This design comes from an exercise in tuning for small area, a short achievable clock period and few clock cycles per item on the open sky130 flow, not from production work. Only simulation tests tie the RTL to the original design; equivalence was not proved. Power figures rest on the tool's default switching activity, not on a simulated workload.

==> design/flow/run.sh <==
#!/bin/bash
# synth_recipe.tcl (not shown) runs the flow's synth.tcl, then flattens the netlist and writes it again
# the make line also repeats each setting of config.mk as NAME=value (left out here)
make -C /OpenROAD-flow-scripts/flow DESIGN_CONFIG=/design/flow/config.mk WORK_HOME=/design/flow/orfs CLKGATE_MAP_FILE= SYNTH_SCRIPT=/design/flow/synth_recipe.tcl finish
==> design/flow/config.mk <==
export PLATFORM = sky130hd
export DESIGN_NAME = priority_round_robin_task_scheduler_core
export DESIGN_NICKNAME = priority_round_robin_task_scheduler_core
export VERILOG_FILES = /design/flow/design.v
export SDC_FILE = /design/flow/constraint.sdc
export NUM_CORES = 4
export LEC_CHECK = 0
export CAP_MARGIN = 20
export CORE_MARGIN = 2
export CORE_UTILIZATION = 40
export SLEW_MARGIN = 20
==> design/flow/constraint.sdc <==
create_clock -name core_clock -period 10.0 [get_ports {clk}]
set_input_delay 2.0000 -clock core_clock [delete_from_list [all_inputs] [get_ports {clk}]]
set_output_delay 2.0000 -clock core_clock [all_outputs]
set_load 0.01 [all_outputs]
==> design/flow/design.v <==
`timescale 1ns / 1ps
package prrts_pkg;
    localparam int MAX_TASKS = 16;
    localparam int IDX_W     = 4;
    localparam int CNT_W     = 5;
    localparam logic [2:0] FN_CREATE = 3'd0;
    localparam logic [2:0] FN_TICK   = 3'd1;
    localparam logic [2:0] FN_DELAY  = 3'd2;
    localparam logic [2:0] FN_SWITCH = 3'd3;
    localparam logic [2:0] FN_START  = 3'd4;
    localparam logic [1:0] RES_OK       = 2'd0;
    localparam logic [1:0] RES_FULL     = 2'd1;
    localparam logic [1:0] RES_NO_TASKS = 2'd2;
    localparam logic [1:0] RES_IGNORED  = 2'd3;
endpackage
`timescale 1ns / 1ps
module prrts_cell (
    input  logic [255:0]      lt,
    input  logic [255:0]      eq,
    input  logic [15:0]       elig,
    input  logic [3:0]        cur,
    output logic [15:0]       win
);
    logic [15:0]       cur_oh;
    logic [15:0]       after_cur;
    logic [255:0]      beat;      
    logic              none;
    always_comb
    begin
        for (int k = 0; k < 16; k++)
            cur_oh[k] = (cur == 4'(k));
        after_cur[0] = 1'b0;
        for (int k = 1; k < 16; k++)
            after_cur[k] = after_cur[k-1] | cur_oh[k-1];
        beat = '0;
        for (int i = 1; i < 16; i++)
        begin
            for (int j = 0; j < i; j++)
            begin
                logic j_first;
                logic j_beats_i;
                j_first   = after_cur[j] | ~after_cur[i];
                j_beats_i = lt[j*16+i] | (eq[j*16+i] & j_first);
                beat[j*16+i] = elig[j] & j_beats_i;
                beat[i*16+j] = elig[i] & ~j_beats_i;
            end
        end
        none = ~|elig;
        for (int i = 0; i < 16; i++)
        begin
            logic beaten;
            beaten = 1'b0;
            for (int j = 0; j < 16; j++)
                beaten = beaten | beat[j*16+i];
            win[i] = elig[i] & ~beaten;
        end
        win[0] = win[0] | none;
    end
endmodule
`timescale 1ns / 1ps
`timescale 1ns / 1ps
module priority_round_robin_task_scheduler_core (
    input  logic        clk,
    input  logic        rst_n,
    input  logic        in_valid,
    output logic        in_ready,
    input  logic [2:0]  func,
    input  logic [7:0]  priority_req,
    input  logic [31:0] stack_pointer,
    input  logic [31:0] delay_ticks,
    output logic        out_valid,
    input  logic        out_ready,
    output logic [1:0]  status,
    output logic [3:0]  task_index,
    output logic [31:0] task_sp,
    output logic        switch_request
);
    logic [4:0]        count_q;
    logic [3:0]        cur_q;
    logic              cur_valid_q;
    logic              running_q;
    logic [15:0]       run_q;
    logic [31:0]       time_q;
    logic [15:0][31:0] sp_q;
    logic [15:0][7:0]  prio_q;
    logic [15:1][31:0] wake_q;
    logic [255:0]      lt_q;    
    logic [255:0]      eq_q;
    logic              pend_q;
    logic [3:0]        pend_idx_q;
    logic [31:0]       pend_dly_q;
    logic              ov_q;
    logic [1:0]        st_q;
    logic [3:0]        ix_q;
    logic [31:0]       tsp_q;
    logic              rq_q;
    logic              sk_q;
    logic [1:0]        sk_st_q;
    logic [3:0]        sk_ix_q;
    logic              sk_rq_q;
    logic              sk_sp_q;
    logic        take;
    logic        out_free;
    logic        fn_create, fn_tick, fn_delay, fn_switch, fn_start;
    logic        full, empty, dly_ok;
    logic [31:0] time_inc;
    assign in_ready  = !sk_q;
    assign take      = in_valid && !sk_q;
    assign out_free  = !ov_q || out_ready;
    assign fn_create = (func == prrts_pkg::FN_CREATE);
    assign fn_tick   = (func == prrts_pkg::FN_TICK);
    assign fn_delay  = (func == prrts_pkg::FN_DELAY);
    assign fn_switch = (func == prrts_pkg::FN_SWITCH);
    assign fn_start  = (func == prrts_pkg::FN_START);
    assign full      = count_q[4];
    assign empty     = (count_q == '0);
    assign dly_ok    = cur_valid_q && (delay_ticks != '0);
    assign time_inc  = time_q + 32'd1;
    logic [15:0] elig;
    logic [15:0] win;
    logic [15:0] cur_oh;
    logic [15:0] sel;
    logic [3:0]  win_idx;
    logic        win_cur;
    logic [31:0] sel_sp;
    always_comb
    begin
        for (int i = 0; i < 16; i++)
        begin
            elig[i]   = run_q[i] && (prio_q[i] != 8'hFF);
            cur_oh[i] = (cur_q == 4'(i));
        end
    end
    prrts_cell u_choice (
        .lt   (lt_q),
        .eq   (eq_q),
        .elig (elig),
        .cur  (cur_q),
        .win  (win)
    );
    always_comb
    begin
        win_idx = '0;
        for (int i = 0; i < 16; i++)
            if (win[i])
                win_idx = win_idx | 4'(i);
        win_cur = |(win & cur_oh);
        sel     = sk_q ? cur_oh : win;
        sel_sp  = '0;
        for (int i = 0; i < 16; i++)
            sel_sp = sel_sp | ({32{sel[i]}} & sp_q[i]);
        if (!sk_q && cur_valid_q && win_cur)
            sel_sp = stack_pointer;
    end
    always_ff @(posedge clk)
    begin
        for (int i = 0; i < 16; i++)
        begin
            if (take && ((fn_create && (count_q == 5'(i))) ||
                         (fn_switch && cur_valid_q && (cur_q == 4'(i)))))
                sp_q[i] <= stack_pointer;
            if (take && fn_create && (count_q == 5'(i)))
            begin
                prio_q[i] <= priority_req;
                for (int j = 0; j < i; j++)
                begin
                    lt_q[j*16+i] <= (prio_q[j] < priority_req);
                    eq_q[j*16+i] <= (prio_q[j] == priority_req);
                end
            end
        end
        for (int i = 1; i < 16; i++)
        begin
            if (pend_q && (pend_idx_q == 4'(i)))
                wake_q[i] <= time_q + pend_dly_q;
        end
        pend_idx_q <= cur_q;
        pend_dly_q <= delay_ticks;
    end
    always_ff @(posedge clk or negedge rst_n)
    begin
        if (!rst_n)
        begin
            count_q     <= '0;
            cur_q       <= '0;
            cur_valid_q <= 1'b0;
            running_q   <= 1'b0;
            run_q       <= '0;
            time_q      <= '0;
            pend_q      <= 1'b0;
        end
        else
        begin
            pend_q <= take && fn_delay && dly_ok;
            if (take)
            begin
                if (fn_create && !full)
                begin
                    count_q             <= count_q + 5'd1;
                    run_q[count_q[3:0]] <= 1'b1;
                end
                if (fn_tick)
                begin
                    time_q <= time_inc;
                    for (int i = 1; i < 16; i++)
                    begin
                        logic ends;
                        if (pend_q && (pend_idx_q == 4'(i)))
                            ends = (pend_dly_q == 32'd1);
                        else
                            ends = (wake_q[i] == time_inc);
                        if ((5'(i) < count_q) && !run_q[i] && ends)
                            run_q[i] <= 1'b1;
                    end
                end
                if (fn_delay && dly_ok)
                    run_q[cur_q] <= 1'b0;
                if (fn_switch && !empty)
                begin
                    cur_q          <= win_idx;
                    cur_valid_q    <= 1'b1;
                    run_q[win_idx] <= 1'b1;
                end
                if (fn_start && !empty)
                begin
                    running_q   <= 1'b1;
                    cur_valid_q <= 1'b0;
                end
            end
        end
    end
    logic [1:0] r_st;
    logic [3:0] r_ix;
    logic       r_rq;
    logic       r_sp;    
    always_comb
    begin
        r_st = prrts_pkg::RES_OK;
        r_ix = '0;
        r_rq = 1'b0;
        r_sp = 1'b0;
        if (fn_create)
        begin
            if (full)
                r_st = prrts_pkg::RES_FULL;
            else
                r_ix = count_q[3:0];
        end
        else if (fn_tick)
        begin
        end
        else if (fn_delay)
        begin
            if (dly_ok)
                r_rq = running_q;
            else
                r_st = prrts_pkg::RES_IGNORED;
        end
        else if (fn_switch)
        begin
            if (empty)
                r_st = prrts_pkg::RES_NO_TASKS;
            else
            begin
                r_ix = win_idx;
                r_sp = 1'b1;
            end
        end
        else if (fn_start)
        begin
            if (empty)
                r_st = prrts_pkg::RES_NO_TASKS;
            else
                r_rq = 1'b1;
        end
        else
            r_st = prrts_pkg::RES_IGNORED;
    end
    always_ff @(posedge clk or negedge rst_n)
    begin
        if (!rst_n)
        begin
            ov_q <= 1'b0;
            sk_q <= 1'b0;
        end
        else
        begin
            if (out_free)
                ov_q <= sk_q || take;
            sk_q <= !out_free && (sk_q || take);
        end
    end
    always_ff @(posedge clk)
    begin
        if (out_free && sk_q)
        begin
            st_q  <= sk_st_q;
            ix_q  <= sk_ix_q;
            rq_q  <= sk_rq_q;
            tsp_q <= sk_sp_q ? sel_sp : '0;
        end
        else if (out_free && take)
        begin
            st_q  <= r_st;
            ix_q  <= r_ix;
            rq_q  <= r_rq;
            tsp_q <= r_sp ? sel_sp : '0;
        end
        if (take)
        begin
            sk_st_q <= r_st;
            sk_ix_q <= r_ix;
            sk_rq_q <= r_rq;
            sk_sp_q <= r_sp;
        end
    end
    assign out_valid      = ov_q;
    assign status         = st_q;
    assign task_index     = ix_q;
    assign task_sp        = tsp_q;
    assign switch_request = rq_q;
endmodule
==> summary.txt, run 1 <==
DRC errors left 0; Max Fclk 154.4 MHz; post-synth top area share 63.54%; met2 WL 103,200 µm; total setup buffers inserted after CTS 0; vias in the first global route 43,130; post-route core utilization 46.52%; #FFs+latches synth 1,505; Syn Area/Cell 14.28 µm²; synth top area cells edfxtp_1, xnor2_1, xor2_1, ha_1, dfrtp_1; Final Skew 0.07009 ns; hpwl dp 137,000 µm; largest net degree at the start of global routing 65; vias per inst 6.099; Wirelength per Cell 30.34 µm; gp weighted congestion 1.053; Post-synth EDFFs 1,407; Synth Instances 4,655; TritonCTS Buffers 159; Power per Cell Area 205.0 nW/µm²; share of cells above drive strength 1 11.95%; crit end category flip-flop; Yosys Warn Count 2; grt total ovfl 0; met3 wire length 19,110 µm; Detailed Route WL 219,100 µm; CP Launch Type flip-flop; crit path DAT 7.13 ns; # resized after CTS 0; final antenna-violating net count 0; total vias in the final route 44,030; family with the most delay on the worst path simple AND/OR/NAND/NOR gates; Iteration-0 DRC Markers 5,452; CP Cell Sequence inv_1 -> ha_2 -> buf_4 -> buf_4 -> or4_1 -> nand3_1 -> a31o_2 -> a2111oi_0 -> nand4b_1 -> nor4b_1 -> or2_2 -> a222oi_1 -> nor4bb_1 -> a221oi_1; clock sinks 1,505; period utilization 64.79%; H-tree levels 4; Rel. slew slack 22.33%; status finished clean; final worst path period need 6.479 ns; clock slew at reported path FFs 0.06 ns; first-pass GRT wire length 312,100 µm; port bufs 119; Core Region 165,000 µm²; cts hold-fix bufs 0; Mapped Area 66,490 µm²; die area 169,500 µm²; total negative slack 0 ns; asr flop ratio synth 4.120%; leakage power 24.79 nW; width of the die 411.7 µm; Root Buffer clkbuf_16; Slew Limit Fails 0; clock latency on the worst-skew pair 0.85 ns; crit path buf inv count 3; critical path class flip-flop to flip-flop; Hold Path Class flip-flop to flip-flop; Synth Net Count 4,902; Most Frequent Cell on Critical Path buf_4; Unique masters post-synth 111; CTS tree built; RSZ-0062 raised after global routing no; Final Worst Setup Slack 3.521 ns; initial antenna violation count 11; Ports 120; Top Metal Used met5; CP max FO 32; # fillers 14,330; main flop type after synthesis edfxtp_1; slowest stage delay, CP 0.96 ns; Hold Fails Final Rpt 0; Row Count 149; Final nets 5,139; Area Overhead vs Synth 15.42%; Worst EP required 10.65 ns; Peak VDD IR 0.1935 mV; FF/Latch Area 44,530 µm²; initial core utilization 40.30%; maximum root-to-sink buffer count 3; post-synthesis sequential area ratio 66.96%; GRT Util Overall 25.50%; Place WS 3.668 ns; Slowest cell on crit path or2_2; area of the multi-input gates 21,490 µm²; Chip Height 411.7 µm; 1st-pass router iterations 6; Max-cap violations 0; Final setup viols 0; Least-Margin Pin Slew 1.164 ns; M1 wire length 87,060 µm; dominant cell type by area after synthesis edfxtp_1
[cell usage after synthesis (93+ instances only)]
master	n
nor2_1	197
nand4_1	171
nand3_1	109
nor4_1	106
edfxtp_1	1407
o21ai_0	119
nand2_1	177
ha_1	167
clkbuf_1	93
xor2_1	267
a21oi_1	160
xnor2_1	288
a22oi_1	110
[state kept, by name, indices dropped and copies added (netlist names), 4 cells and up]
name        flops
eq_q          120
run_q          16
ix_q            4
pend_dly_q     32
lt_q          120
sp_q          512
wake_q        480
prio_q        128
time_q         32
count_q         5
pend_idx_q      4
sk_ix_q         4
cur_q           4
tsp_q          32
[layout make-up]
type                    count  share of cell area [%]
diodes                      7                 0.02282
clock buffers             193                   5.391
clock inverters            99                   1.358
inverters                  91                  0.4451
multi-input cells        2852                   28.00
flip-flops and latches   1505                   58.02
well taps                2189                   3.569
repair buffers            283                   3.199
[per-stage QoR]
stage	instance area, µm²	std cells	total power [mW]	hold WS, ns
floorplan	66490	4655	8.744	0.3694
global placement	71440	6915	9.867	0.4521
detailed placement	71480	6917	9.880	0.4524
CTS	76660	7209	15.71	0.4674
global route	76740	7216	16.14	0.4802
finish	76750	7219	15.73	0.4823
[worst reg2reg max path, delay by kind of cell, from the launching register on]
family                   cells  cell delay (ns)
AND/OR/NAND/NOR              6             3.06
flip-flops                   1             0.49
AO/OA/AOI/OAI                4             1.63
adder cells (fa/ha/maj)      1             0.18
buffers and inverters        3             0.95
[cells by family after synthesis]
group	count (synthesis)	synth area share (%)
adder cells (fa/ha/maj)	168	3.173
XOR/XNOR	558	7.384
AO/OA/AOI/OAI	993	11.01
multiplexers	12	0.1976
buffers and inverters	298	2.047
flip-flops	1505	66.96
AND/OR/NAND/NOR	1121	9.228
[power by group]
part	total, mW	internal [mW]	switching (mW)
clock	5.88	3.30	2.59
sequential	7.11	7.02	0.0836
combinational	2.74	0.815	1.93
[path summary, 6_finish.rpt]
check	from	cells after the start	to	slack, ns
worst max-delay path	cur_q[0]	14	tsp_q[3]	3.52
worst min-delay path	cur_q[3]	0	pend_idx_q[3]	0.48
worst max register to register	cur_q[0]	14	tsp_q[3]	3.52
worst min register to register	cur_q[3]	0	pend_idx_q[3]	0.48
max in group asynchronous	rst_n	2	sk_q	7.86
min in group asynchronous	rst_n	1	time_q[9]	1.06
[cells in the final DEF (no fill, tap or decap), drive strengths merged, types with 19 or more instances in the layout]
master         synthesis  final
clkbuf                93    193
clkdlybuf4s50          0    118
buf                  114    165
a22oi                111    111
ha                   167    167
dfrtp                 62     62
nor4                 110    110
o21ai                140    140
clkinv                 2     79
a22o                  22     22
nand4                171    171
a221oi                45     45
edfxtp              1407   1407
nor2b                 45     45
inv                   89     93
a21o                  40     40
o21a                  44     44
a2111oi               23     23
xor2                 269    269
nor2                 201    201
and3                  33     33
o22ai                 27     27
nor3                  74     74
a222oi                73     73
a31oi                 51     51
a21oi                161    161
dfxtp                 36     36
a211oi                23     23
nand2                177    177
nand3                111    111
and2                  22     22
nand2b                57     57
o211ai                19     19
xnor2                289    289
a31o                  19     19
[routing by layer]
layer | up-vias | track usage [%]
li1 | 18870 | -
met1 | 22290 | 33.31
met2 | 2340 | 41.40
met3 | 523 | 5.300
met4 | 6 | 10.45
met5 | - | 0
Testbench counts, summed over its fixed seeds: cycles 5,727, items 5,719.
==> run 2: changes to the inputs <==
--- a/design/flow/config.mk
+++ b/design/flow/config.mk
@@ -7,5 +7,6 @@
 export LEC_CHECK = 0
 export CAP_MARGIN = 20
 export CORE_MARGIN = 2
-export CORE_UTILIZATION = 40
+export CORE_UTILIZATION = 55
+export SETUP_SLACK_MARGIN = 5
 export SLEW_MARGIN = 20
==> run 2 against run 1 <==
Synthesized cell count is the same. First-iteration DRC count grew 9.2%. Critical endpoint is now run_q[9]. Clock power shrank 3%. Total power is 0.14% lower. Sequential share of layout area increased by 0.20 points. Sequential power hardly changed. Clock skew down 0.037 ns. Via count increased by 0.93%. Combinational power grew 5%.
==> summary.txt, run 2 <==
GRT Util Overall 36.07%; gp weighted congestion 1.060; Worst Hold End pend_idx_q[1]; Detailed Route WL 223,200 µm; Clock power frac 36.4%; initial antenna violation count 9; asr flop ratio synth 4.120%; main flop type after synthesis edfxtp_1; clock sinks 1,505; clock slew at reported path FFs 0.06 ns; width of the die 351.7 µm; dominant cell type by area after synthesis edfxtp_1; leakage power 24.94 nW; reg-to-reg startpoint cur_q[3]; first-pass GRT wire length 314,500 µm; M1 wire length 86,560 µm; clock latency on the worst-skew pair 0.81 ns; Synth Net Count 4,902; TritonCTS Buffers 157; crit path DAT 5.75 ns; Max-cap violations 0; Power per Cell Area 205.4 nW/µm²; met2 WL 104,900 µm; post-synth top area share 63.54%; Wirelength per Cell 33.53 µm; CP max FO 13; commonest non-fill, non-tap cell in the layout edfxtp_1; share of cells above drive strength 1 13.15%; Final Power 15.71 mW; Top Metal Used met5; final worst path period need 5.019 ns; Post-synth top cells edfxtp_1, xnor2_1, xor2_1, nor2_1, nand2_1; Mapped Area 66,490 µm²; post-synthesis sequential area ratio 66.96%; Final Worst Setup Slack 4.981 ns; Peak VDD IR 0.1774 mV; net switching fraction of the power 29.18%; met3 wire length 20,370 µm; final antenna-violating net count 0; cell internal pwr 11.13 mW; RR Endpoint ix_q[2]; Reg2Reg Setup Slack 4.99 ns; Synth Instances 4,655; Final setup viols 0; RSZ-0062 raised after global routing yes; cts hold-fix bufs 0; most frequent cells in the layout edfxtp_1, xnor2_1, xor2_1; initial core utilization 55.42%; Unique masters post-synth 111; H-tree levels 4; most common cell in the netlist edfxtp_1; reg2reg path depth 12; sequential group share of total power 45.2%; Root Buffer clkbuf_16; total negative slack 0 ns; total vias in the final route 44,440; Least-Margin Pin Slew 1.308 ns; Final nets 5,166; Max Fclk 199.2 MHz; 1st-pass router iterations 9; max reg flops 512; Area Overhead vs Synth 15.04%; die area 123,700 µm²; CP Cell Sequence clkdlybuf4s50_1 -> nand2b_1 -> or2_2 -> a21oi_2 -> nand4_1 -> nor4_1 -> o2111ai_1 -> nor4_1 -> nand4_1 -> nand3_1 -> a32o_1; Core Region 120,000 µm²; port bufs 119; Yosys Warn Count 2; Slowest cell on crit path clkdlybuf4s50_1; Row Count 127; Regs by FF count sp_q: 512 flops, wake_q: 480 flops, prio_q: 128 flops; Rel. slew slack 12.00%; slowest stage delay, CP 0.57 ns; #FFs+latches synth 1,505; Syn Area/Cell 14.28 µm²; Net Sw Power 4.584 mW; Ports 120; Hold Fails Final Rpt 0; Slew Limit Fails 0; logic gate share of total power 18.3%; CP Launch Type primary input; Chip Height 351.7 µm; CTS tree built; maximum root-to-sink buffer count 3; largest net degree at the start of global routing 63; Iteration-0 DRC Markers 5,954; synth top area cells edfxtp_1, xnor2_1, xor2_1, ha_1, dfrtp_1; critical path class primary input to flip-flop; grt total ovfl 0; Most flops, register sp_q; DRC errors left 0; hold_sp cur_q[1]; crit end category flip-flop; Final Skew 0.03344 ns; Post-synth EDFFs 1,407; hpwl dp 141,200 µm; Place WS 3.928 ns; status finished clean; Worst EP required 10.73 ns; vias in the first global route 43,090; Hold Path Class flip-flop to flip-flop; period utilization 50.19%; Hold Path Cell Cnt 0; vias per inst 6.676
[run 2: final cells by class]
| class | instances | area (µm²) |
|---|---|---|
| diodes | 5 | 12.51 |
| clock buffers | 185 | 4065 |
| clock inverters | 95 | 932.1 |
| fillers | 8889 | 43480 |
| inverters | 91 | 345.3 |
| multi-input cells | 2854 | 21880 |
| flip-flops and latches | 1505 | 44530 |
| well taps | 1612 | 2017 |
| repair buffers | 310 | 2703 |
[run 2: critical path, delay by kind of cell]
family          cells  cell delay, ns
buf+inv             1            0.57
compound gates      3            1.06
simple gates        7            2.11
[run 2: what timing repair did]
item / CTS / global route
endpoints found under the hold margin: 0 / 0
endpoints found under the setup margin: 184 / 228
resized for setup: 44 / 52
pin swaps: 6 / 10
setup buffers: 4 / 17
cloned: 2 / 0
[run 2: worst max path at each step]
stage | from | endpoint | slack [ns] | cells after the start
4_1_cts | in_valid | sp_q[351] | 4.99 | 7
2_1_floorplan | func[2] | sp_q[352] | 4.88 | 7
3_3_place_gp | in_valid | sp_q[69] | 3.91 | 7
6_report | func[2] | run_q[9] | 4.98 | 11
5_1_grt | cur_q[1] | tsp_q[5] | 4.97 | 15
3_5_place_dp | priority_req[1] | lt_q[42] | 3.93 | 13
[run 2: through the flow]
stage                     instances  instance area, µm²  hold WS [ns]  utilization (%)
after global placement         6348               70790        0.4544            59.01
after floorplan                4655               66520        0.3694                -
final                          6657               76490        0.4818            63.76
after CTS                      6634               76090        0.4819            63.42
after global routing           6656               76490        0.4914            63.76
after detailed placement       6348               70810        0.4686            59.02
[run 2: metal layers]
layer  GRT usage (%)  vias to the layer above
li1                -                    18950
met5               0                        -
met4           16.62                        8
met2           57.69                     2555
met3           7.321                      607
met1           47.72                    22330
[run 2: power by group through the flow]
stage	Sequential (mW)	Clock, mW	Combinational [mW]
floorplan	7.20	0	1.55
global placement	7.24	0	2.63
detailed placement	7.24	0	2.64
CTS	7.11	5.78	2.70
global route	7.11	6.02	2.96
finish	7.11	5.72	2.88
[run 2: cells by family after synthesis]
| logic type | share of synthesized area, % |
|---|---|
| xor gates and xnor gates | 7.384 |
| muxes | 0.1976 |
| and+or+nand+nor | 9.228 |
| AOI/OAI and AO/OA | 11.01 |
| buffers and inverters | 2.047 |
| DFF | 66.96 |
| adders and majority gates | 3.173 |
==> run 3: changes to the inputs <==
--- a/design/flow/config.mk
+++ b/design/flow/config.mk
@@ -8,5 +8,6 @@
 export CAP_MARGIN = 20
 export CORE_MARGIN = 2
 export CORE_UTILIZATION = 55
+export CTS_BUF_LIST = sky130_fd_sc_hd__clkbuf_4 sky130_fd_sc_hd__clkbuf_8
 export SETUP_SLACK_MARGIN = 5
 export SLEW_MARGIN = 20
==> run 3 against run 2 <==
Worst setup slack got worse by 0.0079 ns. Sequential power about the same. Maximum frequency decreased by 0.16%. Critical path depth grew 2. Design area fell by 0.44%. Highest routed layer unchanged. Largest cell class unchanged. Via count is 1.1% higher. Still clean on timing, DRC and antenna. Worst hold slack improved by 0.0086 ns.
==> summary.txt, run 3 <==
CP Cell Sequence inv_1 -> ha_2 -> clkbuf_8 -> or2_2 -> nand2_1 -> a31o_2 -> a2111oi_1 -> nand4b_1 -> nor4b_4 -> or2_4 -> a222oi_1 -> and4b_1 -> a221oi_2; post-synthesis sequential area ratio 66.96%; Final Worst Setup Slack 4.973 ns; share of cells above drive strength 1 15.68%; Yosys Warn Count 2; max reg flops 512; Peak VDD IR 0.1565 mV; #FFs+latches synth 1,505; RSZ-0062 raised after global routing yes; Mapped Area 66,490 µm²; synth top area cells edfxtp_1, xnor2_1, xor2_1, ha_1, dfrtp_1; Synth Net Count 4,902; Detailed Route WL 223,900 µm; Least-Margin Pin Slew 1.312 ns; Wirelength per Cell 32.84 µm; Max-cap violations 0; Row Count 127; die area 123,700 µm²; # fillers 8,981; hold slack 0.4904 ns; hpwl dp 141,200 µm; final antenna-violating net count 0; port bufs 119; placed inst area 70,810 µm²; Rel. slew slack 11.70%; most common cell in the netlist edfxtp_1; reg2reg path depth 13; 1st-pass router iterations 6; GRT Util Overall 36.11%; clock latency on the worst-skew pair 0.97 ns; Post-synth EDFFs 1,407; dominant cell type by area after synthesis edfxtp_1; Max Fclk 198.9 MHz; grt total ovfl 0; Syn Area/Cell 14.28 µm²; Ports 120; first-pass GRT wire length 315,300 µm; post-synth top area share 63.54%; total negative slack 0 ns; maximum root-to-sink buffer count 3; Final nets 5,243; Area Overhead vs Synth 14.53%; Chip Height 351.7 µm; TritonCTS Buffers 238; final worst path period need 5.027 ns; met2 usage 57.58%; Slowest cell on crit path a2111oi_1; Post-synth top cells edfxtp_1, xnor2_1, xor2_1, nor2_1, nand2_1; commonest non-fill, non-tap cell in the layout edfxtp_1; asr flop ratio synth 4.120%; initial antenna violation count 11; Hold Path Class flip-flop to flip-flop; width of the die 351.7 µm; Root Buffer clkbuf_8; Place WS 3.928 ns; H-tree levels 4; Hold Fails Final Rpt 0; DRC errors left 0; CP max FO 32; slowest stage delay, CP 0.70 ns; final instance count without filler cells 6,816; period utilization 50.27%; met3 Use GR 7.669%; post-route core utilization 63.48%; Power per Cell Area 199.8 nW/µm²; clock slew at reported path FFs 0.06 ns; clock sinks 1,505; status finished clean; Final Skew 0.04505 ns; Hold Path Cell Cnt 0; Iteration-0 DRC Markers 5,783; GR Util met1 47.43%; Final Power 15.22 mW; gp weighted congestion 1.060; vias in the first global route 43,470; most frequent cells in the layout edfxtp_1, xnor2_1, xor2_1; largest net degree at the start of global routing 63; leakage power 24.99 nW; vias per inst 6.593; dpl cells 6,348; total vias in the final route 44,940; initial core utilization 55.42%; main flop type after synthesis edfxtp_1; Unique masters post-synth 111; Synth Instances 4,655; Regs by FF count sp_q: 512 flops, wake_q: 480 flops, prio_q: 128 flops; crit path DAT 5.79 ns; critical path class flip-flop to flip-flop; Final setup viols 0; CP Launch Type flip-flop; Core Region 120,000 µm²; post-route cell area 76,160 µm²; CTS tree built; crit end category flip-flop; Worst EP required 10.77 ns; Most flops, register sp_q; Most Crowded Layer GR met2; Slew Limit Fails 0
-- run 3: worst paths after layout --
path                                from             to  slack, ns
worst max-delay path            cur_q[1]       tsp_q[5]       4.97
worst min-delay path            cur_q[1]  pend_idx_q[1]       0.49
worst max register to register  cur_q[1]       tsp_q[5]       4.97
worst min register to register  cur_q[1]  pend_idx_q[1]       0.49
max in group asynchronous          rst_n       cur_q[3]       7.95
min in group asynchronous          rst_n      time_q[1]       1.15
-- run 3: kinds of logic (layout without fill, tap and decap cells) --
kind of cell | Yosys count | count (layout) | share of synthesized area [%]
XOR/XNOR | 558 | 558 | 7.384
other | 0 | 12 | 0
adder cells (fa/ha/maj) | 168 | 168 | 3.173
buffers and inverters | 298 | 833 | 2.047
flip-flops | 1505 | 1505 | 66.96
multiplexers | 12 | 12 | 0.1976
AND/OR/NAND/NOR | 1121 | 1122 | 9.228
AO/OA/AOI/OAI | 993 | 994 | 11.01
-- run 3: power by group --
part | internal [mW] | switching, mW | total (mW)
Sequential | 7.03 | 0.0834 | 7.11
Combinational | 0.882 | 1.98 | 2.86
Clock | 2.76 | 2.49 | 5.25
Total | 10.7 | 4.55 | 15.2
-- run 3: per-layer routing --
layer	vias to the layer above	wire (µm)
met4	6	11320
met2	2614	105200
met3	630	20720
li1	19140	-
met1	22550	86580
met5	-	36
-- run 3: timing repair --
action,in CTS,in global routing
pin swaps,7,7
setup endpoints to repair,78,213
setup buffers,6,11
gates resized for setup,35,50
cloned,2,0
hold buffers,0,0
-- run 3: worst max-delay path: cells and delay by family, from the launching register on --
family / cells / cell delay [ns]
AOI/OAI and AO/OA: 4 / 1.38
adders and majority gates: 1 / 0.33
buffers and inverters: 2 / 0.49
DFF: 1 / 0.46
and+or+nand+nor: 6 / 2.09
-- run 3: cell type report --
cell class | count | area [µm²] | share of cell area, %
diodes | 12 | 30.03 | 0.03943
clock buffers | 335 | 4060 | 5.331
clock inverters | 101 | 674.4 | 0.8856
inverters | 91 | 345.3 | 0.4535
multi-input cells | 2854 | 21830 | 28.66
flip-flops and latches | 1505 | 44530 | 58.48
well taps | 1612 | 2017 | 2.648
repair buffers | 306 | 2669 | 3.504
==> run 4: changes to the inputs <==
--- a/design/flow/config.mk
+++ b/design/flow/config.mk
@@ -8,6 +8,8 @@
 export CAP_MARGIN = 20
 export CORE_MARGIN = 2
 export CORE_UTILIZATION = 55
-export CTS_BUF_LIST = sky130_fd_sc_hd__clkbuf_4 sky130_fd_sc_hd__clkbuf_8
+export CTS_BUF_LIST = sky130_fd_sc_hd__clkbuf_8 sky130_fd_sc_hd__clkbuf_16
+export CTS_CLUSTER_DIAMETER = 80
+export CTS_CLUSTER_SIZE = 30
 export SETUP_SLACK_MARGIN = 5
 export SLEW_MARGIN = 20
==> run 4 against run 3 <==
Utilization shrank 1.8 points. Worst hold slack lost 0.014 ns. Sequential power is essentially flat. Maximum frequency shrank 0.19%. Final cell count shrank 4.6%. Critical path type unchanged. Highest routed layer unchanged.
==> summary.txt, run 4 <==
status finished clean; Slowest cell on crit path a31oi_1; crit end category flip-flop; Final setup viols 0; Rel. slew slack 9.459%; CP Cell Sequence ha_1 -> buf_4 -> or4_1 -> buf_4 -> a31oi_1 -> nand2_1 -> o2111a_1 -> nand4_1 -> o41ai_2 -> nor4_4 -> a31oi_4 -> buf_12 -> nor4bb_1 -> a221oi_1; hpwl dp 141,200 µm; Mapped Area 66,490 µm²; DRC errors left 0; Core Region 120,000 µm²; post-synthesis sequential area ratio 66.96%; TritonCTS Buffers 74; Row Count 127; Most flops, register sp_q; Most Frequent Cell on Critical Path buf_4; Detailed Route WL 221,400 µm; GRT Util Overall 35.63%; grt total ovfl 0; cell internal pwr 9.454 mW; initial antenna violation count 8; post-synth top area share 63.54%; synth top area cells edfxtp_1, xnor2_1, xor2_1, ha_1, dfrtp_1; Max-cap violations 0; Least-Margin Pin Slew 1.346 ns; Yosys Warn Count 2; Final Power 13.70 mW; Regs by FF count sp_q: 512 flops, wake_q: 480 flops, prio_q: 128 flops; Top Metal Used met5; Final Skew 0.04289 ns; Final nets 5,080; max reg flops 512; post-route cell area 74,020 µm²; total vias in the final route 43,930; placed inst area 70,810 µm²; #FFs+latches synth 1,505; Power per Cell Area 185.0 nW/µm²; Ports 120; Area Overhead vs Synth 11.32%; Hold Path Class flip-flop to flip-flop; Max Fclk 198.6 MHz; largest net degree at the start of global routing 63; final antenna-violating net count 0; CP max FO 42; crit path DAT 5.48 ns; vias per inst 6.756; Worst EP required 10.45 ns; # fillers 9,113; port bufs 119; Clock power frac 27.2%; FF/Latch Area 44,530 µm²; RSZ-0062 raised after global routing yes; 1st-pass router iterations 7; slowest stage delay, CP 0.59 ns; Net Sw Power 4.243 mW; Root Buffer clkbuf_16; area of the multi-input gates 21,890 µm²; total negative slack 0 ns; met2 WL 104,600 µm; M1 wire length 86,280 µm; CP Launch Type flip-flop; Iteration-0 DRC Markers 6,151; gp weighted congestion 1.060; leakage power 23.75 nW; CTS tree built; Synth Instances 4,655; width of the die 351.7 µm; clock latency on the worst-skew pair 0.73 ns; Syn Area/Cell 14.28 µm²; logic gate share of total power 20.9%; vias in the first global route 41,940; most common cell in the netlist edfxtp_1; share of cells above drive strength 1 11.52%; die area 123,700 µm²; Hold Fails Final Rpt 0; initial core utilization 55.42%; sequential group share of total power 51.8%; Unique masters post-synth 111; clock sinks 1,505; Post-synth top cells edfxtp_1, xnor2_1, xor2_1, nor2_1, nand2_1; period utilization 50.36%; main flop type after synthesis edfxtp_1; post-route core utilization 61.70%; Synth Net Count 4,902; most frequent cells in the layout edfxtp_1, xnor2_1, xor2_1; net switching fraction of the power 30.98%; H-tree levels 3; Chip Height 351.7 µm; dominant cell type by area after synthesis edfxtp_1; maximum root-to-sink buffer count 3; Peak VDD IR 0.2009 mV; Wirelength per Cell 34.05 µm; Slew Limit Fails 0; first-pass GRT wire length 310,900 µm; hold slack 0.4767 ns; Post-synth EDFFs 1,407; commonest non-fill, non-tap cell in the layout edfxtp_1; clock slew at reported path FFs 0.12 ns; final worst path period need 5.036 ns; critical path class flip-flop to flip-flop; asr flop ratio synth 4.120%; met3 wire length 19,710 µm
## run 4: what timing repair did
item,4_1_cts,5_1_grt
buffers inserted,5,13
gates cloned,2,0
resized for setup,48,56
hold buffers,0,0
endpoints found under the setup margin,272,217
pin swaps,7,11
## run 4: path summary, 6_finish.rpt
kind	startpoint	end	slack, ns	depth (start not counted)
worst min register to register	cur_q[1]	pend_idx_q[1]	0.48	0
worst max-delay path	cur_q[0]	tsp_q[27]	4.96	14
min in group asynchronous	rst_n	time_q[1]	1.39	1
worst max register to register	cur_q[0]	tsp_q[27]	4.96	14
worst min-delay path	cur_q[1]	pend_idx_q[1]	0.48	0
max in group asynchronous	rst_n	cur_q[2]	7.73	1
## run 4: cells by family (layout without fill, tap and decap cells)
kind of cell | after synthesis | in the layout | synth area share [%]
AOI/OAI and AO/OA | 993 | 994 | 11.01
and+or+nand+nor | 1121 | 1122 | 9.228
DFF | 1505 | 1505 | 66.96
other | 0 | 3 | 0
muxes | 12 | 12 | 0.1976
buffers and inverters | 298 | 528 | 2.047
xor gates and xnor gates | 558 | 558 | 7.384
adders and majority gates | 168 | 168 | 3.173
## run 4: layout make-up
| class | count | share of cell area (%) |
|---|---|---|
| antenna | 3 | 0.01014 |
| clock buffer | 76 | 2.554 |
| clock inverter | 54 | 0.8587 |
| inverter | 91 | 0.4665 |
| multi-input combinational | 2854 | 29.57 |
| sequential | 1505 | 60.16 |
| tap | 1612 | 2.725 |
| timing repair buffer | 307 | 3.649 |
## run 4: routing by layer
metal  GRT usage [%]  vias up
met3           6.667      556
met5               0        -
met4           14.67        8
li1                -    18690
met2           57.81     2496
met1           47.50    22180
## run 4: power by group through the flow
stage	Clock, mW	Sequential [mW]	Combinational [mW]
3_5_place_dp	0	7.24	2.64
4_1_cts	3.77	7.09	2.70
3_3_place_gp	0	7.24	2.63
6_report	3.73	7.10	2.87
5_1_grt	3.97	7.10	2.96
2_1_floorplan	0	7.20	1.55
## run 4: per-stage QoR
step,setup slack [ns],std cells
6_report,4.964,6502
5_1_grt,4.922,6502
4_1_cts,4.901,6485
3_5_place_dp,3.928,6348
3_3_place_gp,3.914,6348
2_1_floorplan,4.882,4655
## run 4: critical path, delay by kind of cell, from the launching register on
family / cells / cell delay (ns)
AOI/OAI and AO/OA: 5 / 1.31
adders and majority gates: 1 / 0.22
buffers and inverters: 3 / 0.79
DFF: 1 / 0.49
and+or+nand+nor: 5 / 1.86
==> run 5: changes to the inputs <==
--- a/design/flow/design.v
+++ b/design/flow/design.v
@@ -18,20 +18,13 @@
     input  logic [255:0]      lt,
     input  logic [255:0]      eq,
     input  logic [15:0]       elig,
-    input  logic [3:0]        cur,
+    input  logic [15:0]       after_cur,   
     output logic [15:0]       win
 );
-    logic [15:0]       cur_oh;
-    logic [15:0]       after_cur;
     logic [255:0]      beat;      
     logic              none;
     always_comb
     begin
-        for (int k = 0; k < 16; k++)
-            cur_oh[k] = (cur == 4'(k));
-        after_cur[0] = 1'b0;
-        for (int k = 1; k < 16; k++)
-            after_cur[k] = after_cur[k-1] | cur_oh[k-1];
         beat = '0;
         for (int i = 1; i < 16; i++)
         begin
@@ -77,6 +70,7 @@
 );
     logic [4:0]        count_q;
     logic [3:0]        cur_q;
+    logic [15:0]       after_q;      
     logic              cur_valid_q;
     logic              running_q;
     logic [15:0]       run_q;
@@ -135,7 +129,7 @@
         .lt   (lt_q),
         .eq   (eq_q),
         .elig (elig),
-        .cur  (cur_q),
+        .after_cur (after_q),
         .win  (win)
     );
     always_comb
@@ -183,6 +177,7 @@
         begin
             count_q     <= '0;
             cur_q       <= '0;
+            after_q     <= 16'hFFFE;
             cur_valid_q <= 1'b0;
             running_q   <= 1'b0;
             run_q       <= '0;
@@ -218,6 +213,8 @@
                 if (fn_switch && !empty)
                 begin
                     cur_q          <= win_idx;
+                    for (int k = 0; k < 16; k++)
+                        after_q[k] <= |(win & ((16'd1 << k) - 16'd1));
                     cur_valid_q    <= 1'b1;
                     run_q[win_idx] <= 1'b1;
                 end
==> design/flow/flow/run.sh (new file) <==
#!/bin/bash
# the standard layout, with timing repair aimed below the clock period:
# repair works on every path with less than SETUP_SLACK_MARGIN ns of slack
set -euo pipefail
bash standard.sh SETUP_SLACK_MARGIN=6.5 finish > run_standard.log 2>&1
==> design/flow/standard.sh (new file) <==
#!/bin/bash
# synth_recipe.tcl (not shown) runs the flow's synth.tcl, then flattens the netlist and writes it again
# the make line also repeats each setting of config.mk as NAME=value (left out here)
make -C /OpenROAD-flow-scripts/flow DESIGN_CONFIG=/design/flow/config.mk WORK_HOME=/design/flow/orfs CLKGATE_MAP_FILE= SYNTH_SCRIPT=/design/flow/synth_recipe.tcl "${@:-finish}"
--- a/design/flow/config.mk
+++ b/design/flow/config.mk
@@ -8,8 +8,4 @@
 export CAP_MARGIN = 20
 export CORE_MARGIN = 2
 export CORE_UTILIZATION = 55
-export CTS_BUF_LIST = sky130_fd_sc_hd__clkbuf_8 sky130_fd_sc_hd__clkbuf_16
-export CTS_CLUSTER_DIAMETER = 80
-export CTS_CLUSTER_SIZE = 30
-export SETUP_SLACK_MARGIN = 5
 export SLEW_MARGIN = 20
removed: design/flow/run.sh
==> run 5 against run 4 <==
Via count rose by 16%. Sequential cell count increased by 15. Still clean on timing, DRC and antenna. Largest power group unchanged. Register-to-register slack improved by 1.3 ns. Sequential share of layout area is 8.6 points lower. Die area is 2.4% higher. Highest routed layer unchanged. Critical path depth down 3.
==> summary.txt, run 5 <==
leakage power 29.36 nW; width of the die 355.8 µm; Regs by FF count sp_q: 512 flops, wake_q: 480 flops, prio_q: 128 flops; largest net degree at the start of global routing 57; Most flops, register sp_q; Wirelength per Cell 35.71 µm; Final nets 5,791; Row Count 129; first-pass GRT wire length 355,800 µm; reg-to-reg startpoint time_q[15]; TritonCTS Buffers 161; CP Launch Type primary input; clock sinks 1,520; Mapped Area 68,080 µm²; Final setup viols 0; #FFs+latches synth 1,520; logic gate share of total power 28.0%; Peak VDD IR 0.2302 mV; Worst EP required 10.71 ns; initial antenna violation count 14; net switching fraction of the power 32.00%; Detailed Route WL 261,300 µm; asr flop ratio synth 5.066%; cell internal pwr 12.95 mW; Unique masters post-synth 98; synth top area cells edfxtp_1, xnor2_1, xor2_1, ha_1, dfrtp_1; Post-synth top cells edfxtp_1, xnor2_1, xor2_1, a22oi_1, nand2_1; commonest non-fill, non-tap cell in the layout edfxtp_1; initial core utilization 55.21%; GRT Util Overall 40.04%; Synth Instances 4,867; main flop type after synthesis edfxtp_1; Core Region 123,300 µm²; critical path class primary input to flip-flop; slowest stage delay, CP 0.45 ns; Hold Path Class flip-flop to flip-flop; Area Overhead vs Synth 28.18%; final worst path period need 3.984 ns; Hold Fails Final Rpt 0; sequential group share of total power 40.2%; total negative slack 0 ns; post-synthesis sequential area ratio 65.98%; maximum root-to-sink buffer count 3; 1st-pass router iterations 9; Syn Area/Cell 13.99 µm²; Post-synth EDFFs 1,407; most frequent cells in the layout edfxtp_1, buf_4, xnor2_1; dominant cell type by area after synthesis edfxtp_1; clock slew at reported path FFs 0.06 ns; H-tree levels 4; Power per Cell Area 218.2 nW/µm²; Final Skew 0.03420 ns; post-synth top area share 62.06%; vias in the first global route 47,450; final antenna-violating net count 0; crit end category flip-flop; Slew Limit Fails 0; CP Cell Sequence clkdlybuf4s15_2 -> nor4_2 -> nand4_1 -> o2111a_2 -> nand2_4 -> o21ai_4 -> nor4_2 -> nand4_1 -> o41ai_2 -> nand2_1 -> o211ai_1; hpwl dp 154,200 µm; family with the most delay on the worst path simple AND/OR/NAND/NOR gates; vias per inst 6.956; Iteration-0 DRC Markers 8,764; Max Fclk 251.0 MHz; Ports 120; crit path DAT 4.70 ns; Chip Height 355.8 µm; CP max FO 3; CTS tree built; Net Sw Power 6.092 mW; Root Buffer clkbuf_16; gp weighted congestion 0.9855; Yosys Warn Count 2; max reg flops 512; Slowest cell on crit path o2111a_2; period utilization 39.84%; die area 126,600 µm²; total vias in the final route 50,900; crit path from delay_ticks[30]; RSZ-0062 raised after global routing yes; grt total ovfl 0; hold_sp running_q; Rel. slew slack 28.40%; share of cells above drive strength 1 28.37%; port bufs 119; DRC errors left 0; most common cell in the netlist edfxtp_1; Synth Net Count 5,114; Least-Margin Pin Slew 1.060 ns; Clock power frac 31.8%; Max-cap violations 0; post-route core utilization 70.77%; status finished clean; crit path buf inv count 1; clock latency on the worst-skew pair 0.81 ns
run 5: cell count changes in the layout (fill, tap and decap cells not counted), moves of 39 or more:
cell,previous run,this run
a21oi_1,149,94
a21oi_2,12,61
a22oi_1,110,190
buf_12,3,91
buf_4,176,405
buf_6,7,80
clkbuf_1,0,40
clkbuf_16,75,171
clkdlybuf4s50_1,117,37
nand2b_1,57,132
nor2_1,170,103
nor4_1,99,27
nor4_4,4,43
run 5: per-layer routing:
layer  part of all wire [%]  routed length, µm  vias up  GRT usage, %
met5                  0.043                112        -             0
met4                    4.7              12390       14         17.06
met3                     14              36920      758         12.13
met2                     42             110600     3893         56.87
met1                     39             101300    25610         57.35
li1                       -                  -    20630             -
run 5: timing repair:
action	CTS	global route
endpoints found under the setup margin	1548	848
gates cloned	21	11
pin swaps	186	185
hold buffers	0	0
resized for setup	860	384
buffers inserted	248	164
run 5: cells by family after synthesis:
| family | Yosys count | share of synthesized area, % |
|---|---|---|
| compound gates | 1139 | 11.96 |
| fa+ha+maj | 168 | 3.099 |
| mux | 14 | 0.2206 |
| xor+xnor | 563 | 7.398 |
| buf+inv | 301 | 1.873 |
| flops | 1520 | 65.98 |
| simple gates | 1162 | 9.471 |
run 5: final timing paths:
| kind | endpoint | slack [ns] | cells after the start |
|---|---|---|---|
| max in group asynchronous | time_q[10] | 7.43 | 2 |
| max reg2reg | run_q[15] | 6.25 | 12 |
| min reg2reg | running_q | 0.49 | 1 |
| max | run_q[10] | 6.02 | 11 |
| min | running_q | 0.49 | 1 |
| min in group asynchronous | ov_q | 1.11 | 1 |
run 5: power groups by stage:
stage / sequential [mW] / clock [mW] / combinational [mW]
after floorplan: 7.51 / 0 / 1.99
after global placement: 7.85 / 0 / 3.09
after detailed placement: 7.85 / 0 / 3.10
after CTS: 7.62 / 6.07 / 4.46
after global routing: 7.66 / 6.33 / 5.46
final: 7.65 / 6.05 / 5.33
run 5: metrics by stage:
step	instance area (µm²)	cells	total power, mW	worst slack [ns]	hold WS (ns)
2_1_floorplan	68760	4867	9.503	5.396	0.3454
3_3_place_gp	72730	6570	10.94	3.648	0.4380
3_5_place_dp	72800	6574	10.95	3.585	0.4496
4_1_cts	83780	7137	18.15	6.201	0.4613
5_1_grt	87250	7312	19.45	5.875	0.4959
6_report	87260	7318	19.04	6.016	0.4854
run 5: layout make-up:
cell class	instances	area [µm²]
Clock buffer	210	4337
Timing Repair inverter	1	7.507
Fill cell	8245	36050
Inverter	78	364.1
Tap cell	1637	2048
Sequential cell	1520	45020
Multi-Input combinational cell	3062	27110
Antenna cell	6	15.01
Clock inverter	84	943.4
Timing Repair Buffer	720	7421
Testbench counts of run 5, summed over its fixed seeds: cycles 5,727, items 5,719.
==> run 6: changes to the inputs <==
==> design/flow/flow/run.sh (replaced) <==
#!/bin/bash
# the standard layout, with timing repair aimed below the clock period:
# repair works on every path with less than SETUP_SLACK_MARGIN ns of slack
set -euo pipefail
bash standard.sh SETUP_SLACK_MARGIN=5.7 finish > run_standard.log 2>&1
--- a/design/flow/config.mk
+++ b/design/flow/config.mk
@@ -8,4 +8,7 @@
 export CAP_MARGIN = 20
 export CORE_MARGIN = 2
 export CORE_UTILIZATION = 55
+export CTS_BUF_LIST = sky130_fd_sc_hd__clkbuf_8 sky130_fd_sc_hd__clkbuf_16
+export CTS_CLUSTER_DIAMETER = 60
+export CTS_CLUSTER_SIZE = 24
 export SLEW_MARGIN = 20
==> run 6 against run 5 <==
Clock-buffer cell count decreased by 73. Worst setup slack got worse by 0.35 ns. Die area unchanged. Combinational power decreased by 38%. Design area decreased by 10%. Critical path type is now flip-flop to flip-flop. Largest power group unchanged.
==> summary.txt, run 6 <==
Mapped Area 68,080 µm²; total negative slack 0 ns; gp weighted congestion 1.005; vias per inst 6.876; final instance count without filler cells 6,865; clock sinks 1,520; max reg flops 512; period utilization 43.31%; Core Region 123,300 µm²; Yosys Warn Count 2; #FFs+latches synth 1,520; Slew Limit Fails 0; 1st-pass router iterations 8; Regs by FF count sp_q: 512 flops, wake_q: 480 flops, prio_q: 128 flops; Place WS 3.671 ns; Compound-Gate Fraction of Synth Area 11.96%; slowest stage delay, CP 0.55 ns; synth top area cells edfxtp_1, xnor2_1, xor2_1, ha_1, dfrtp_1; Area Overhead vs Synth 15.19%; Power per Cell Area 210.0 nW/µm²; multiplexer area fraction after synthesis 0.2205%; GRT Util Overall 37.42%; Worst EP required 10.52 ns; Most flops, register sp_q; final antenna-violating net count 0; initial core utilization 55.21%; Unique masters post-synth 98; die area 126,600 µm²; Hold Path Class flip-flop to flip-flop; share of cells above drive strength 1 14.41%; Final Worst Setup Slack 5.669 ns; simple-gate share of the synthesized area 9.471%; total vias in the final route 47,200; Max-cap violations 0; Final nets 5,370; Final Skew 0.03402 ns; Synth Net Count 5,114; crit path DAT 4.85 ns; Wirelength per Cell 34.76 µm; Hold Fails Final Rpt 0; main combinational cell family by area after synthesis compound AO/OA/AOI/OAI gates; Final setup viols 0; dpl cells 6,580; most frequent cells in the layout edfxtp_1, xnor2_1, xor2_1; maximum root-to-sink buffer count 3; Post-Synth XOR/XNOR Area 7.398%; Max Fclk 230.9 MHz; Least-Margin Pin Slew 1.116 ns; CP max FO 18; DRC errors left 0; crit path buf inv count 1; initial antenna violation count 14; status finished clean; Post-synth EDFFs 1,407; Root Buffer clkbuf_16; Row Count 129; post-synthesis sequential area ratio 65.98%; CP Launch Type flip-flop; Ports 120; cts hold-fix bufs 0; Chip Height 355.8 µm; Post-synth top cells edfxtp_1, xnor2_1, xor2_1, a22oi_1, nand2_1; Slowest cell on crit path or2_4; first-pass GRT wire length 332,700 µm; largest net degree at the start of global routing 65; fraction of the mapped netlist area in adder cells 3.099%; Iteration-0 DRC Markers 7,390; reg2reg path depth 11; crit end category flip-flop; asr flop ratio synth 5.066%; Peak VDD IR 0.2041 mV; Synth Instances 4,867; Rel. slew slack 25.34%; H-tree levels 4; clock latency on the worst-skew pair 0.78 ns; Hold Path Cell Cnt 1; commonest non-fill, non-tap cell in the layout edfxtp_1; grt total ovfl 0; family with the most delay on the worst path compound AO/OA/AOI/OAI gates; clock slew at reported path FFs 0.07 ns; critical path class flip-flop to flip-flop; TritonCTS Buffers 130; vias in the first global route 44,750; RSZ-0062 raised after global routing no; dominant cell type by area after synthesis edfxtp_1; hpwl dp 151,800 µm; CP Cell Sequence nand4_1 -> o21a_1 -> a22oi_1 -> nand2_1 -> nor4_2 -> buf_4 -> or2_4 -> a22oi_1 -> nand4_1 -> a211oi_1 -> o31ai_1; final worst path period need 4.331 ns; port bufs 119; Detailed Route WL 238,600 µm; post-synth top area share 62.06%; most common cell in the netlist edfxtp_1; post-route core utilization 63.59%; width of the die 355.8 µm; leakage power 25.86 nW; Syn Area/Cell 13.99 µm²; CTS tree built; main flop type after synthesis edfxtp_1; instance count on the critical path 11
[run 6: cell counts after synthesis]
Identical to the previous run, type by type.
[run 6: worst paths after layout]
kind / end / slack [ns] / startpoint
worst max-delay path: tsp_q[7] / 5.67 / prio_q[9]
worst min-delay path: running_q / 0.46 / running_q
worst max register to register: tsp_q[7] / 5.67 / prio_q[9]
worst min register to register: running_q / 0.46 / running_q
max in group asynchronous: time_q[22] / 7.48 / rst_n
min in group asynchronous: time_q[3] / 1.12 / rst_n
[run 6: routing by layer]
| layer | routed length, µm | track usage (%) | vias up |
|---|---|---|---|
| met3 | 28770 | 9.767 | 599 |
| li1 | - | - | 19740 |
| met2 | 107400 | 57.18 | 3317 |
| met1 | 91010 | 51.00 | 23540 |
| met4 | 11430 | 15.84 | 8 |
| met5 | 53 | 0.3396 | - |
[run 6: through the flow]
step	hold slack, ns	cell area, µm²	power (mW)
3_3_place_gp	0.4420	72430	10.91
2_1_floorplan	0.3454	68240	9.459
4_1_cts	0.4612	77770	16.34
3_5_place_dp	0.4451	72440	10.92
6_report	0.4610	78420	16.47
5_1_grt	0.4697	78410	16.92
[run 6: cell type report]
cell class | instances | area [µm²]
sequential | 1520 | 44950
fill | 9186 | 44890
multi-input combinational | 3049 | 23440
clock buffer | 137 | 3417
timing repair buffer | 343 | 3115
tap | 1637 | 2048
clock inverter | 97 | 1116
inverter | 78 | 319.1
antenna | 3 | 7.507
timing repair inverter | 1 | 5.005
[run 6: cells by family (layout without fill, tap and decap cells)]
group                      after synthesis  after routing
AOI/OAI and AO/OA                     1139           1141
xor gates and xnor gates               563            563
adders and majority gates              168            168
buffers and inverters                  301            656
DFF                                   1520           1520
muxes                                   14             14
other                                    0              3
and+or+nand+nor                       1162           1163
[run 6: repair_timing]
action	4_1_cts	5_1_grt
endpoints found under the setup margin	741	394
pin swaps	14	25
buffers inserted	23	20
cloned	4	0
gates resized for setup	131	94
[run 6: worst register-to-register path, cell delays in order (launching register included)]
cell and delay (ns):
edfxtp_1 0.38, nand4_1 0.32, o21a_1 0.52, a22oi_1 0.44, nand2_1 0.18, nor4_2 0.35
buf_4 0.44, or2_4 0.56, a22oi_1 0.24, nand4_1 0.16, a211oi_1 0.06, o31ai_1 0.44
[run 6: power by group]
group          switching (mW)  internal, mW
Combinational            2.22          1.10
Clock                    2.55          2.86
Sequential              0.474          7.27
==> run 7: changes to the inputs <==
--- a/design/flow/design.v
+++ b/design/flow/design.v
@@ -74,6 +74,8 @@
     logic              cur_valid_q;
     logic              running_q;
     logic [15:0]       run_q;
+    logic [15:0]       blk_q;        
+    logic [15:0]       run;          
     logic [31:0]       time_q;
     logic [15:0][31:0] sp_q;
     logic [15:0][7:0]  prio_q;
@@ -121,7 +123,8 @@
     begin
         for (int i = 0; i < 16; i++)
         begin
-            elig[i]   = run_q[i] && (prio_q[i] != 8'hFF);
+            run[i]    = run_q[i] && !blk_q[i];
+            elig[i]   = run[i] && (prio_q[i] != 8'hFF);
             cur_oh[i] = (cur_q == 4'(i));
         end
     end
@@ -170,6 +173,7 @@
         end
         pend_idx_q <= cur_q;
         pend_dly_q <= delay_ticks;
+        blk_q      <= (take && fn_delay && dly_ok) ? cur_oh : '0;
     end
     always_ff @(posedge clk or negedge rst_n)
     begin
@@ -187,6 +191,7 @@
         else
         begin
             pend_q <= take && fn_delay && dly_ok;
+            run_q  <= run;
             if (take)
             begin
                 if (fn_create && !full)
@@ -204,12 +209,10 @@
                             ends = (pend_dly_q == 32'd1);
                         else
                             ends = (wake_q[i] == time_inc);
-                        if ((5'(i) < count_q) && !run_q[i] && ends)
+                        if ((5'(i) < count_q) && !run[i] && ends)
                             run_q[i] <= 1'b1;
                     end
                 end
-                if (fn_delay && dly_ok)
-                    run_q[cur_q] <= 1'b0;
                 if (fn_switch && !empty)
                 begin
                     cur_q          <= win_idx;
==> design/flow/flow/run.sh (replaced) <==
#!/bin/bash
# the standard layout, with timing repair aimed below the clock period:
# repair works on every path with less than SETUP_SLACK_MARGIN ns of slack
set -euo pipefail
bash standard.sh SETUP_SLACK_MARGIN=6.5 finish > run_standard.log 2>&1
==> run 7 against run 6 <==
Still clean. Non-clock buffer count is 228 higher. Worst setup slack improved by 0.61 ns. Utilization increased by 5.6 points. Final cell count fell by 2.9%. Synthesized cell count down 7.8%. Maximum frequency is 16% higher. Sequential share of layout area decreased by 1.9 points. Critical path type is now primary input to flip-flop. Highest routed layer unchanged.
==> summary.txt, run 7 <==
status finished clean; max reg flops 512; Rel. slew slack 25.49%; slowest stage delay, CP 0.49 ns; GRT Util Overall 34.25%; critical path class primary input to flip-flop; Core Region 118,100 µm²; Most flops, register sp_q; Worst EP required 10.69 ns; # fillers 7,958; share of cells above drive strength 1 26.20%; Least-Margin Pin Slew 1.115 ns; Ports 120; vias in the first global route 41,500; area of the multi-input gates 23,630 µm²; reg2reg path depth 12; initial antenna violation count 14; CP Launch Type primary input; asr flop ratio synth 5.013%; Regs by FF count sp_q: 512 flops, wake_q: 480 flops, prio_q: 128 flops; most frequent cells in the layout edfxtp_1, xnor2_1, buf_4; commonest non-fill, non-tap cell in the layout edfxtp_1; Area Overhead vs Synth 24.78%; Mapped Area 65,480 µm²; Iteration-0 DRC Markers 5,798; RSZ-0062 raised after global routing yes; hpwl dp 124,800 µm; met3 wire length 21,350 µm; Wirelength per Cell 32.26 µm; CP Cell Sequence buf_12 -> nor3b_4 -> buf_6 -> o21ai_1 -> nor4_1 -> nand4_1 -> or4_1 -> nor4_4 -> nand4_1 -> nor4_4 -> o32a_1; final antenna-violating net count 0; Synth Instances 4,487; final worst path period need 3.721 ns; die area 121,800 µm²; period utilization 37.21%; width of the die 349.1 µm; vias per inst 6.579; total negative slack 0 ns; most common cell in the netlist edfxtp_1; initial core utilization 55.46%; port bufs 119; maximum root-to-sink buffer count 3; post-synth top area share 64.52%; Chip Height 349.1 µm; H-tree levels 4; met2 WL 97,100 µm; dpl cells 6,095; Unique masters post-synth 96; CP max FO 4; Power per Cell Area 201.8 nW/µm²; crit end category flip-flop; CTS tree built; Detailed Route WL 215,000 µm; DRC errors left 0; Root Buffer clkbuf_16; Hold Fails Final Rpt 0; synth top area cells edfxtp_1, xnor2_1, ha_1, xor2_1, dfrtp_1; Post-synth top cells edfxtp_1, xnor2_1, xor2_1, a21oi_1, a22oi_1; largest net degree at the start of global routing 47; 1st-pass router iterations 6; leakage power 27.36 nW; Post-synth EDFFs 1,407; total vias in the final route 43,840; hold_sp running_q; Peak VDD IR 0.1866 mV; grt total ovfl 0; Final nets 5,265; Final Skew 0.02437 ns; Final Power 16.49 mW; Max Fclk 268.8 MHz; TritonCTS Buffers 130; clock slew at reported path FFs 0.09 ns; final instance count without filler cells 6,663; FF/Latch Area 45,320 µm²; dominant cell type by area after synthesis edfxtp_1; Worst Hold End running_q; Top Metal Used met5; RR Endpoint run_q[2]; Slowest cell on crit path or4_1; clock latency on the worst-skew pair 0.76 ns; Yosys Warn Count 2; Reg2Reg Setup Slack 6.31 ns; Row Count 126; reg-to-reg startpoint time_q[1]; #FFs+latches synth 1,536; clock sinks 1,536; Syn Area/Cell 14.59 µm²; Final setup viols 0; crit path DAT 4.41 ns; Max-cap violations 0; Slew Limit Fails 0; M1 wire length 88,300 µm; Hold Path Class flip-flop to flip-flop; gp weighted congestion 0.9305; first-pass GRT wire length 297,700 µm; Hold Path Cell Cnt 1; Synth Net Count 4,729; main flop type after synthesis edfxtp_1; post-synthesis sequential area ratio 69.08%
-- run 7: cell count changes in the layout (fill, tap and decap cells not counted), sizes merged, moves of 30 or more --
cell / change
nand2: -81
a221oi: -51
a22o: -31
a21o: -44
dlygate4sd2: +33
a21oi: +32
nor2: +30
clkdlybuf4s50: -43
buf: +231
-- run 7: how the worst max path moves through the flow --
stage / from / end / slack [ns] / cells after the start
2_1_floorplan: func[0] / sp_q[416] / 5.29 / 8
3_3_place_gp: in_valid / sp_q[115] / 2.75 / 9
3_5_place_dp: in_valid / sp_q[110] / 2.59 / 9
4_1_cts: func[2] / run_q[3] / 6.23 / 11
5_1_grt: func[0] / run_q[3] / 6.14 / 11
6_report: func[1] / run_q[13] / 6.28 / 11
-- run 7: final cells by class --
cell class | count | area share, %
Antenna cell | 2 | 0.006125
Timing Repair inverter | 1 | 0.007656
Inverter | 63 | 0.3384
Tap cell | 1536 | 2.352
Clock buffer | 133 | 4.073
Sequential cell | 1536 | 55.46
Clock inverter | 101 | 1.418
Timing Repair Buffer | 571 | 7.424
Multi-Input combinational cell | 2720 | 28.92
-- run 7: worst max-delay path: cells and delay by family --
family          cells  cell delay (ns)
compound gates      2             0.28
buf+inv             2             0.25
simple gates        7             1.87
-- run 7: metal layers --
layer | global-route usage (%) | vias to the layer above
met5 | 0 | -
met1 | 50.45 | 22260
met4 | 11.59 | 2
li1 | - | 18550
met3 | 5.184 | 476
met2 | 52.46 | 2553
-- run 7: kinds of logic (layout without fill, tap and decap cells) --
family	Yosys count	after routing	synth area share [%]
other	0	2	0
multiplexers	16	16	0.2656
adder cells (fa/ha/maj)	163	163	3.126
buffers and inverters	237	869	1.555
AND/OR/NAND/NOR	1051	1055	8.757
XOR/XNOR	568	568	7.660
AO/OA/AOI/OAI	916	918	9.554
flip-flops	1536	1536	69.08
-- run 7: report_power, final --
group	internal [mW]	switching, mW	total [mW]
Sequential	7.28	0.280	7.56
Clock	2.86	2.51	5.37
Combinational	1.42	2.13	3.55
Total	11.6	4.92	16.5
-- run 7: per-stage QoR --
step / instance area [µm²] / hold slack [ns] / utilization [%] / setup WS [ns]
after floorplan: 66110 / 0.3454 / - / 5.289
after global placement: 70030 / 0.4877 / 59.31 / 2.754
after detailed placement: 70060 / 0.4685 / 59.33 / 2.589
after CTS: 78870 / 0.4950 / 66.80 / 6.228
after global routing: 81700 / 0.5070 / 69.19 / 6.140
final: 81710 / 0.5064 / 69.20 / 6.279
-- run 7: repair_timing --
action / CTS / global route
endpoints found under the hold margin: 0 / 0
cloned: 13 / 12
hold buffers: 0 / 0
resized for setup: 644 / 333
endpoints found under the setup margin: 1481 / 813
pin swaps: 149 / 187
buffers inserted: 191 / 114
Testbench counts of run 7, summed over its fixed seeds: cycles 5,727, items 5,719.

re-timing with driven ports:
No port has a modelled driver above. Below, the same layouts with a new extraction and two added sets of constraints. Step 1 (the two cells are an assumption about what drives the block):
set clk [get_ports {clk}]
set_driving_cell -lib_cell sky130_fd_sc_hd__clkbuf_16 $clk
set_driving_cell -lib_cell sky130_fd_sc_hd__buf_2 [delete_from_list [all_inputs] $clk]
Step 2, shift: input delay + t, output delay - t, t = (earliest + latest rising clock arrival at the registers) / 2. This alone moves slack from input paths to output paths. Three values: ideal ports, drivers, drivers and shift; two values: the first two.
run	t (ns)	setup WS [ns]	worst setup path at the end
run 1	0.887	3.521 / 3.521 / 3.521	register to register
run 2	0.866	4.981 / 4.966 / 4.100	input to register
run 3	1.022	4.973 / 4.973 / 3.954	input to register
run 4	0.788	4.964 / 4.964 / 4.217	input to register
run 5	0.879	6.016 / 6.015 / 5.137	input to register
run 6	0.843	5.669 / 5.653 / 4.868	input to register
run 7	0.828	6.279 / 6.221 / 5.393	input to register
After both steps every run listed still meets setup and hold. For run 3, which loses most, drivers alone change the setup slack by 0.000 ns; drivers and shift together by -1.019 ns.
